This design comes from an exercise in tuning for small area on the open sky130 flow, not from production work.
Function was checked by simulation only, so behaviour that the tests miss may differ from the original.

==> inputs of trial 23 <==
// decode_stage
module decode_stage #(
    parameter int XLEN  = 32,
    parameter int NREGS = 32
) (
    input  logic            clk,
    input  logic            rst,
    input  logic [31:0]     InstrD,
    input  logic [XLEN-1:0] PCD,
    input  logic [XLEN-1:0] PCPlus4D,
    input  logic            RegWriteW,
    input  logic [4:0]      RdW,
    input  logic [XLEN-1:0] ResultW,
    input  logic            FlushE,
    input  logic            StallE,
    output logic            RegWriteE,
    output logic [1:0]      ResultSrcE,
    output logic            MemWriteE,
    output logic            JumpE,
    output logic            BranchE,
    output logic [2:0]      ALUControlE,
    output logic            ALUSrcE,
    output logic [XLEN-1:0] RD1E,
    output logic [XLEN-1:0] RD2E,
    output logic [XLEN-1:0] ImmExtE,
    output logic [4:0]      Rs1E,
    output logic [4:0]      Rs2E,
    output logic [4:0]      RdE,
    output logic [XLEN-1:0] PCE,
    output logic [XLEN-1:0] PCPlus4E,
    output logic            IllegalE
);
    localparam logic [6:0] OP_R    = 7'b0110011;
    localparam logic [6:0] OP_IALU = 7'b0010011;
    localparam logic [6:0] OP_LW   = 7'b0000011;
    localparam logic [6:0] OP_SW   = 7'b0100011;
    localparam logic [6:0] OP_BEQ  = 7'b1100011;
    localparam logic [6:0] OP_JAL  = 7'b1101111;
    logic [6:0] opcode_s;
    logic [2:0] funct3_s;
    logic [6:0] funct7_s;
    logic [4:0] rs1_s, rs2_s, rd_s;
    assign opcode_s = InstrD[6:0];
    assign rd_s     = InstrD[11:7];
    assign funct3_s = InstrD[14:12];
    assign rs1_s    = InstrD[19:15];
  ...
==> flow/config.mk <==
export PLATFORM = sky130hd
export DESIGN_NAME = decode_stage
export DESIGN_NICKNAME = decode_stage
export VERILOG_FILES = /design/flow/design.v
export SDC_FILE = /design/flow/constraint.sdc
export NUM_CORES = 4
export LEC_CHECK = 0
export CAP_MARGIN = 5
export CELL_PAD_IN_SITES_DETAIL_PLACEMENT = 1
export CORE_MARGIN = 2
export CORE_UTILIZATION = 50
export CTS_BUF_LIST = sky130_fd_sc_hd__clkbuf_16
export CTS_CLUSTER_DIAMETER = 120
export CTS_CLUSTER_SIZE = 20
export GPL_TIMING_DRIVEN = 0
export SETUP_SLACK_MARGIN = 0.25
export SLEW_MARGIN = 5
export SYNTH_HIERARCHICAL = 1
==> flow/constraint.sdc <==
create_clock -name core_clock -period 4.0 [get_ports {clk}]
set_input_delay 0.8000 -clock core_clock [delete_from_list [all_inputs] [get_ports {clk}]]
set_output_delay 0.8000 -clock core_clock [all_outputs]
set_load 0.01 [all_outputs]
standard.sh (not shown) runs the stock make flow with config.mk's settings and CLKGATE_MAP_FILE= SYNTH_SCRIPT=/design/flow/synth_recipe.tcl, a recipe that flattens the netlist after the stock synthesis.
==> flow/flow/run.sh <==
#!/bin/bash
# The standard layout (standard.sh: standard synthesis, floorplan, place,
# CTS, route), with two changes:
#  * buffer_ports inserts the port buffers as the smallest plain buffer cell
#    instead of the delay cell it picks by default (every input and output
#    port still gets its own buffer);
#  * clock tree synthesis clusters up to 20 sinks within 120 um per leaf
#    buffer and adds no dummy loads.
set -euo pipefail
cd "$(dirname "$0")/.."
export BUFFER_PORTS_ARGS="-buffer_cell sky130_fd_sc_hd__buf_1"
export CTS_ARGS="-sink_clustering_enable -repair_clock_nets -sink_clustering_size 20 -sink_clustering_max_diameter 120 -buf_list sky130_fd_sc_hd__clkbuf_16 -dont_use_dummy_load"
bash standard.sh > flow_standard.log 2>&1
==> inputs of build 68, as changes to trial 23 <==
--- a/flow/design.v
+++ b/flow/design.v
@@ -72,26 +72,36 @@
     decode_pre2 u_hi2  (.a(rs2_s[4:3]), .en(exLoadA),   .y(hi2));
     decode_pre2 u_whi  (.a(RdW[4:3]),   .en(RegWriteW), .y(whi));
     decode_pre2 u_whil (.a(RdW[4:3]),   .en(wEnL),      .y(whiL));
     decode_pre3 u_lo1  (.a(rs1_s[2:0]), .y(lo1));
     decode_pre3 u_lo2  (.a(rs2_s[2:0]), .y(lo2));
     decode_pre3 u_wlo  (.a(RdW[2:0]),   .y(wlo));
+    logic byp1N, byp2N;
+    logic [NG-1:0] byp1, byp2;
+    decode_bypn u_byp1 (.rs(rs1_s), .rd(RdW), .we(RegWriteW), .en(exLoadA), .y(byp1N));
+    decode_bypn u_byp2 (.rs(rs2_s), .rd(RdW), .we(RegWriteW), .en(exLoadA), .y(byp2N));
+    generate
+        for (gi = 0; gi < NG; gi++) begin : g_byp
+            decode_inv u_b1 (.a(byp1N), .y(byp1[gi]));
+            decode_inv u_b2 (.a(byp2N), .y(byp2[gi]));
+        end
+    endgenerate
     logic [31:1] wRowN, loadN, holdN, sel1N, sel2N;
     logic [31:1][NG-1:0] rfHold;    
     logic [31:1][NG-1:0] rfLoad;    
     logic [31:1][NG-1:0] sel1, sel2;
     logic [31:1][XLEN-1:0] rf;
     logic [31:1][XLEN-1:0] rfNext;
     genvar gr, gq;
     generate
         for (gr = 1; gr < 32; gr++) begin : g_rf
             decode_nand2 u_wrn (.a(whi[gr / 8]),  .b(wlo[gr % 8]), .y(wRowN[gr]));
             decode_nand2 u_ldn (.a(whiL[gr / 8]), .b(wlo[gr % 8]), .y(loadN[gr]));
             decode_nand2 u_hdn (.a(wRowN[gr]),    .b(nrst),        .y(holdN[gr]));
-            decode_nand2 u_s1n (.a(hi1[gr / 8]),  .b(lo1[gr % 8]), .y(sel1N[gr]));
-            decode_nand2 u_s2n (.a(hi2[gr / 8]),  .b(lo2[gr % 8]), .y(sel2N[gr]));
+            decode_nand3 u_s1n (.a(hi1[gr / 8]),  .b(lo1[gr % 8]), .c(wRowN[gr]), .y(sel1N[gr]));
+            decode_nand3 u_s2n (.a(hi2[gr / 8]),  .b(lo2[gr % 8]), .c(wRowN[gr]), .y(sel2N[gr]));
             for (gq = 0; gq < NG; gq++) begin : g_grp
                 decode_inv  u_hold (.a(holdN[gr]), .y(rfHold[gr][gq]));
                 decode_inv  u_load (.a(loadN[gr]), .y(rfLoad[gr][gq]));
                 decode_inv  u_sel1 (.a(sel1N[gr]), .y(sel1[gr][gq]));
                 decode_inv  u_sel2 (.a(sel2N[gr]), .y(sel2[gr][gq]));
                 decode_ao22 #(.W(GB)) u_nx (
@@ -106,30 +116,37 @@
         rf <= rfNext;
     end
     logic [XLEN-1:0] rd1Next, rd2Next;
     genvar gb, gg;
     generate
         for (gb = 0; gb < XLEN; gb++) begin : g_rd
-            logic [9:0] n1, n2;
-            logic       p1, p2;
-            for (gg = 0; gg < 10; gg++) begin : g_aoi
-                decode_aoi222 u1 (.a({rfNext[3*gg+3][gb], rfNext[3*gg+2][gb], rfNext[3*gg+1][gb]}),
-                                  .b({sel1[3*gg+3][gb / GB], sel1[3*gg+2][gb / GB],
-                                      sel1[3*gg+1][gb / GB]}),
+            logic [10:0] n1, n2;
+            decode_aoi222 u1_0 (.a({rf[2][gb], rf[1][gb], ResultW[gb]}),
+                                .b({sel1[2][gb / GB], sel1[1][gb / GB], byp1[gb / GB]}),
+                                .y(n1[0]));
+            decode_aoi222 u2_0 (.a({rf[2][gb], rf[1][gb], ResultW[gb]}),
+                                .b({sel2[2][gb / GB], sel2[1][gb / GB], byp2[gb / GB]}),
+                                .y(n2[0]));
+            for (gg = 1; gg < 10; gg++) begin : g_aoi
+                decode_aoi222 u1 (.a({rf[3*gg+2][gb], rf[3*gg+1][gb], rf[3*gg][gb]}),
+                                  .b({sel1[3*gg+2][gb / GB], sel1[3*gg+1][gb / GB],
+                                      sel1[3*gg][gb / GB]}),
                                   .y(n1[gg]));
-                decode_aoi222 u2 (.a({rfNext[3*gg+3][gb], rfNext[3*gg+2][gb], rfNext[3*gg+1][gb]}),
-                                  .b({sel2[3*gg+3][gb / GB], sel2[3*gg+2][gb / GB],
-                                      sel2[3*gg+1][gb / GB]}),
+                decode_aoi222 u2 (.a({rf[3*gg+2][gb], rf[3*gg+1][gb], rf[3*gg][gb]}),
+                                  .b({sel2[3*gg+2][gb / GB], sel2[3*gg+1][gb / GB],
+                                      sel2[3*gg][gb / GB]}),
                                   .y(n2[gg]));
             end
-            decode_ao22 u1_10 (.a1(RD1E[gb]), .b1(exHoldR[gb / GB]),
-                               .a2(rfNext[31][gb]), .b2(sel1[31][gb / GB]), .y(p1));
-            decode_ao22 u2_10 (.a1(RD2E[gb]), .b1(exHoldR[gb / GB]),
-                               .a2(rfNext[31][gb]), .b2(sel2[31][gb / GB]), .y(p2));
-            decode_rdor c1 (.n(n1), .p(p1), .y(rd1Next[gb]));
-            decode_rdor c2 (.n(n2), .p(p2), .y(rd2Next[gb]));
+            decode_aoi222 u1_10 (.a({RD1E[gb], rf[31][gb], rf[30][gb]}),
+                                 .b({exHoldR[gb / GB], sel1[31][gb / GB], sel1[30][gb / GB]}),
+                                 .y(n1[10]));
+            decode_aoi222 u2_10 (.a({RD2E[gb], rf[31][gb], rf[30][gb]}),
+                                 .b({exHoldR[gb / GB], sel2[31][gb / GB], sel2[30][gb / GB]}),
+                                 .y(n2[10]));
+            decode_nand11 c1 (.a(n1), .y(rd1Next[gb]));
+            decode_nand11 c2 (.a(n2), .y(rd2Next[gb]));
         end
     endgenerate
     localparam logic [2:0] C_R   = 3'b001;
     localparam logic [2:0] C_I   = 3'b011;
     localparam logic [2:0] C_LW  = 3'b111;
     localparam logic [2:0] C_SW  = 3'b110;
@@ -228,18 +245,17 @@
     input  logic [2:0] a,
     input  logic [2:0] b,
     output logic       y
 );
     assign y = ~|(a & b);
 endmodule
-module decode_rdor (
-    input  logic [9:0] n,
-    input  logic       p,
-    output logic       y
+module decode_nand11 (
+    input  logic [10:0] a,
+    output logic        y
 );
-    assign y = ~&n | p;
+    assign y = ~&a;
 endmodule
 module decode_ao22 #(
     parameter int W = 1
 ) (
     input  logic [W-1:0] a1,
     input  logic [W-1:0] b1,
@@ -307,6 +323,15 @@
     output logic [7:0] y
 );
     always_comb begin
         for (int i = 0; i < 8; i++) y[i] = (a == 3'(i));
     end
 endmodule
+module decode_bypn (
+    input  logic [4:0] rs,
+    input  logic [4:0] rd,
+    input  logic       we,
+    input  logic       en,
+    output logic       y
+);
+    assign y = ~(en && we && (rd == rs) && (rs != 5'd0));
+endmodule
==> flow/flow/run.sh (replaced) <==
#!/bin/bash
# The standard layout (standard.sh: standard synthesis, floorplan, place,
# CTS, route), with one change: buffer_ports inserts the port buffers as the
# smallest plain buffer cell instead of the delay cell it picks by default.
# Every input and output port still gets its own buffer.
set -euo pipefail
cd "$(dirname "$0")/.."
export BUFFER_PORTS_ARGS="-buffer_cell sky130_fd_sc_hd__buf_1"
bash standard.sh > flow_standard.log 2>&1
==> flow/config.mk (replaced) <==
export PLATFORM = sky130hd
export DESIGN_NAME = decode_stage
export DESIGN_NICKNAME = decode_stage
export VERILOG_FILES = /design/flow/design.v
export SDC_FILE = /design/flow/constraint.sdc
export NUM_CORES = 4
export LEC_CHECK = 0
export CAP_MARGIN = 5
export CELL_PAD_IN_SITES_DETAIL_PLACEMENT = 1
export CORE_MARGIN = 2
export CORE_UTILIZATION = 40
export CTS_BUF_LIST = sky130_fd_sc_hd__clkbuf_16
export CTS_CLUSTER_DIAMETER = 80
export CTS_CLUSTER_SIZE = 20
export GPL_TIMING_DRIVEN = 0
export SETUP_SLACK_MARGIN = 0.1
export SLEW_MARGIN = 5
export SYNTH_HIERARCHICAL = 1
==> inputs of build 51, as changes to trial 23 <==
--- a/flow/design.v
+++ b/flow/design.v
@@ -72,26 +72,36 @@
     decode_pre2 u_hi2  (.a(rs2_s[4:3]), .en(exLoadA),   .y(hi2));
     decode_pre2 u_whi  (.a(RdW[4:3]),   .en(RegWriteW), .y(whi));
     decode_pre2 u_whil (.a(RdW[4:3]),   .en(wEnL),      .y(whiL));
     decode_pre3 u_lo1  (.a(rs1_s[2:0]), .y(lo1));
     decode_pre3 u_lo2  (.a(rs2_s[2:0]), .y(lo2));
     decode_pre3 u_wlo  (.a(RdW[2:0]),   .y(wlo));
+    logic byp1N, byp2N;
+    logic [NG-1:0] byp1, byp2;
+    decode_bypn u_byp1 (.rs(rs1_s), .rd(RdW), .we(RegWriteW), .en(exLoadA), .y(byp1N));
+    decode_bypn u_byp2 (.rs(rs2_s), .rd(RdW), .we(RegWriteW), .en(exLoadA), .y(byp2N));
+    generate
+        for (gi = 0; gi < NG; gi++) begin : g_byp
+            decode_inv u_b1 (.a(byp1N), .y(byp1[gi]));
+            decode_inv u_b2 (.a(byp2N), .y(byp2[gi]));
+        end
+    endgenerate
     logic [31:1] wRowN, loadN, holdN, sel1N, sel2N;
     logic [31:1][NG-1:0] rfHold;    
     logic [31:1][NG-1:0] rfLoad;    
     logic [31:1][NG-1:0] sel1, sel2;
     logic [31:1][XLEN-1:0] rf;
     logic [31:1][XLEN-1:0] rfNext;
     genvar gr, gq;
     generate
         for (gr = 1; gr < 32; gr++) begin : g_rf
             decode_nand2 u_wrn (.a(whi[gr / 8]),  .b(wlo[gr % 8]), .y(wRowN[gr]));
             decode_nand2 u_ldn (.a(whiL[gr / 8]), .b(wlo[gr % 8]), .y(loadN[gr]));
             decode_nand2 u_hdn (.a(wRowN[gr]),    .b(nrst),        .y(holdN[gr]));
-            decode_nand2 u_s1n (.a(hi1[gr / 8]),  .b(lo1[gr % 8]), .y(sel1N[gr]));
-            decode_nand2 u_s2n (.a(hi2[gr / 8]),  .b(lo2[gr % 8]), .y(sel2N[gr]));
+            decode_nand3 u_s1n (.a(hi1[gr / 8]),  .b(lo1[gr % 8]), .c(wRowN[gr]), .y(sel1N[gr]));
+            decode_nand3 u_s2n (.a(hi2[gr / 8]),  .b(lo2[gr % 8]), .c(wRowN[gr]), .y(sel2N[gr]));
             for (gq = 0; gq < NG; gq++) begin : g_grp
                 decode_inv  u_hold (.a(holdN[gr]), .y(rfHold[gr][gq]));
                 decode_inv  u_load (.a(loadN[gr]), .y(rfLoad[gr][gq]));
                 decode_inv  u_sel1 (.a(sel1N[gr]), .y(sel1[gr][gq]));
                 decode_inv  u_sel2 (.a(sel2N[gr]), .y(sel2[gr][gq]));
                 decode_ao22 #(.W(GB)) u_nx (
@@ -106,30 +116,37 @@
         rf <= rfNext;
     end
     logic [XLEN-1:0] rd1Next, rd2Next;
     genvar gb, gg;
     generate
         for (gb = 0; gb < XLEN; gb++) begin : g_rd
-            logic [9:0] n1, n2;
-            logic       p1, p2;
-            for (gg = 0; gg < 10; gg++) begin : g_aoi
-                decode_aoi222 u1 (.a({rfNext[3*gg+3][gb], rfNext[3*gg+2][gb], rfNext[3*gg+1][gb]}),
-                                  .b({sel1[3*gg+3][gb / GB], sel1[3*gg+2][gb / GB],
-                                      sel1[3*gg+1][gb / GB]}),
+            logic [10:0] n1, n2;
+            decode_aoi222 u1_0 (.a({rf[2][gb], rf[1][gb], ResultW[gb]}),
+                                .b({sel1[2][gb / GB], sel1[1][gb / GB], byp1[gb / GB]}),
+                                .y(n1[0]));
+            decode_aoi222 u2_0 (.a({rf[2][gb], rf[1][gb], ResultW[gb]}),
+                                .b({sel2[2][gb / GB], sel2[1][gb / GB], byp2[gb / GB]}),
+                                .y(n2[0]));
+            for (gg = 1; gg < 10; gg++) begin : g_aoi
+                decode_aoi222 u1 (.a({rf[3*gg+2][gb], rf[3*gg+1][gb], rf[3*gg][gb]}),
+                                  .b({sel1[3*gg+2][gb / GB], sel1[3*gg+1][gb / GB],
+                                      sel1[3*gg][gb / GB]}),
                                   .y(n1[gg]));
-                decode_aoi222 u2 (.a({rfNext[3*gg+3][gb], rfNext[3*gg+2][gb], rfNext[3*gg+1][gb]}),
-                                  .b({sel2[3*gg+3][gb / GB], sel2[3*gg+2][gb / GB],
-                                      sel2[3*gg+1][gb / GB]}),
+                decode_aoi222 u2 (.a({rf[3*gg+2][gb], rf[3*gg+1][gb], rf[3*gg][gb]}),
+                                  .b({sel2[3*gg+2][gb / GB], sel2[3*gg+1][gb / GB],
+                                      sel2[3*gg][gb / GB]}),
                                   .y(n2[gg]));
             end
-            decode_ao22 u1_10 (.a1(RD1E[gb]), .b1(exHoldR[gb / GB]),
-                               .a2(rfNext[31][gb]), .b2(sel1[31][gb / GB]), .y(p1));
-            decode_ao22 u2_10 (.a1(RD2E[gb]), .b1(exHoldR[gb / GB]),
-                               .a2(rfNext[31][gb]), .b2(sel2[31][gb / GB]), .y(p2));
-            decode_rdor c1 (.n(n1), .p(p1), .y(rd1Next[gb]));
-            decode_rdor c2 (.n(n2), .p(p2), .y(rd2Next[gb]));
+            decode_aoi222 u1_10 (.a({RD1E[gb], rf[31][gb], rf[30][gb]}),
+                                 .b({exHoldR[gb / GB], sel1[31][gb / GB], sel1[30][gb / GB]}),
+                                 .y(n1[10]));
+            decode_aoi222 u2_10 (.a({RD2E[gb], rf[31][gb], rf[30][gb]}),
+                                 .b({exHoldR[gb / GB], sel2[31][gb / GB], sel2[30][gb / GB]}),
+                                 .y(n2[10]));
+            decode_nand11 c1 (.a(n1), .y(rd1Next[gb]));
+            decode_nand11 c2 (.a(n2), .y(rd2Next[gb]));
         end
     endgenerate
     localparam logic [2:0] C_R   = 3'b001;
     localparam logic [2:0] C_I   = 3'b011;
     localparam logic [2:0] C_LW  = 3'b111;
     localparam logic [2:0] C_SW  = 3'b110;
@@ -228,18 +245,17 @@
     input  logic [2:0] a,
     input  logic [2:0] b,
     output logic       y
 );
     assign y = ~|(a & b);
 endmodule
-module decode_rdor (
-    input  logic [9:0] n,
-    input  logic       p,
-    output logic       y
+module decode_nand11 (
+    input  logic [10:0] a,
+    output logic        y
 );
-    assign y = ~&n | p;
+    assign y = ~&a;
 endmodule
 module decode_ao22 #(
     parameter int W = 1
 ) (
     input  logic [W-1:0] a1,
     input  logic [W-1:0] b1,
@@ -307,6 +323,15 @@
     output logic [7:0] y
 );
     always_comb begin
         for (int i = 0; i < 8; i++) y[i] = (a == 3'(i));
     end
 endmodule
+module decode_bypn (
+    input  logic [4:0] rs,
+    input  logic [4:0] rd,
+    input  logic       we,
+    input  logic       en,
+    output logic       y
+);
+    assign y = ~(en && we && (rd == rs) && (rs != 5'd0));
+endmodule
==> flow/config.mk (replaced) <==
export PLATFORM = sky130hd
export DESIGN_NAME = decode_stage
export DESIGN_NICKNAME = decode_stage
export VERILOG_FILES = /design/flow/design.v
export SDC_FILE = /design/flow/constraint.sdc
export NUM_CORES = 4
export LEC_CHECK = 0
export CAP_MARGIN = 5
export CELL_PAD_IN_SITES_DETAIL_PLACEMENT = 1
export CORE_MARGIN = 2
export CORE_UTILIZATION = 40
export CTS_BUF_LIST = sky130_fd_sc_hd__clkbuf_16
export CTS_CLUSTER_DIAMETER = 80
export CTS_CLUSTER_SIZE = 20
export GPL_TIMING_DRIVEN = 0
export SETUP_SLACK_MARGIN = 0.1
export SLEW_MARGIN = 5
export SYNTH_HIERARCHICAL = 1
==> notes <==
- First-iteration DRC count, lowest first: build 51, trial 23, build 68.
- Routed wire length is about the same in build 51 and build 68.
- Critical path depth is the same in build 68 and build 51.
- Build 68 went through all stages and came out clean. Trial 23 produced a clean layout. Build 51 ran to the end with no violations.
- Of trial 23 and build 68, trial 23 has the higher worst hold slack (gap 0.019 ns).
- Worst setup slack: build 51 > build 68 > trial 23.
- Of build 51 and trial 23, trial 23 has the higher core utilization (gap 11 points).
- In register-to-register slack, build 51 and build 68 hardly differ.
- Fmax: trial 23 < build 68 < build 51.
- Between trial 23 and build 51, the lower synthesized area is in trial 23 (gap about 0.43%, measured against build 51).
- In trial 23 the clock skew is lower than in build 51, by 0.017 ns.

## separate check: timing with driven ports
The results above use ideal ports. As a check the final layouts listed here were re-extracted and re-timed, cells and wires unchanged. Step 1 sets driving cells, clkbuf_16 on the clock port and buf_2 on the other inputs (assumed; they add their load-dependent delay and slew). Step 2 adds t to the input delays and takes it off the output delays; t is the mean of the earliest and latest rising clock arrival at the registers after step 1. Input paths then give back, and output paths get back, about the clock's delay inside the block. Slacks: no drivers / after step 1 / after step 2; pairs: no drivers / after step 1.
run	shift t [ns]	setup WS [ns]	worst setup path after step 2
trial 23	0.712	0.127 / 0.167 / -0.545	input to register
build 68	0.738	0.128 / 0.061 / -0.677	input to register
build 51	0.732	0.316 / 0.244 / -0.488	input to register
Met with ideal ports but missed after step 2: setup timing in every run listed. For build 68, which loses most, drivers alone change the setup slack by -0.067 ns; drivers and shift together by -0.805 ns.
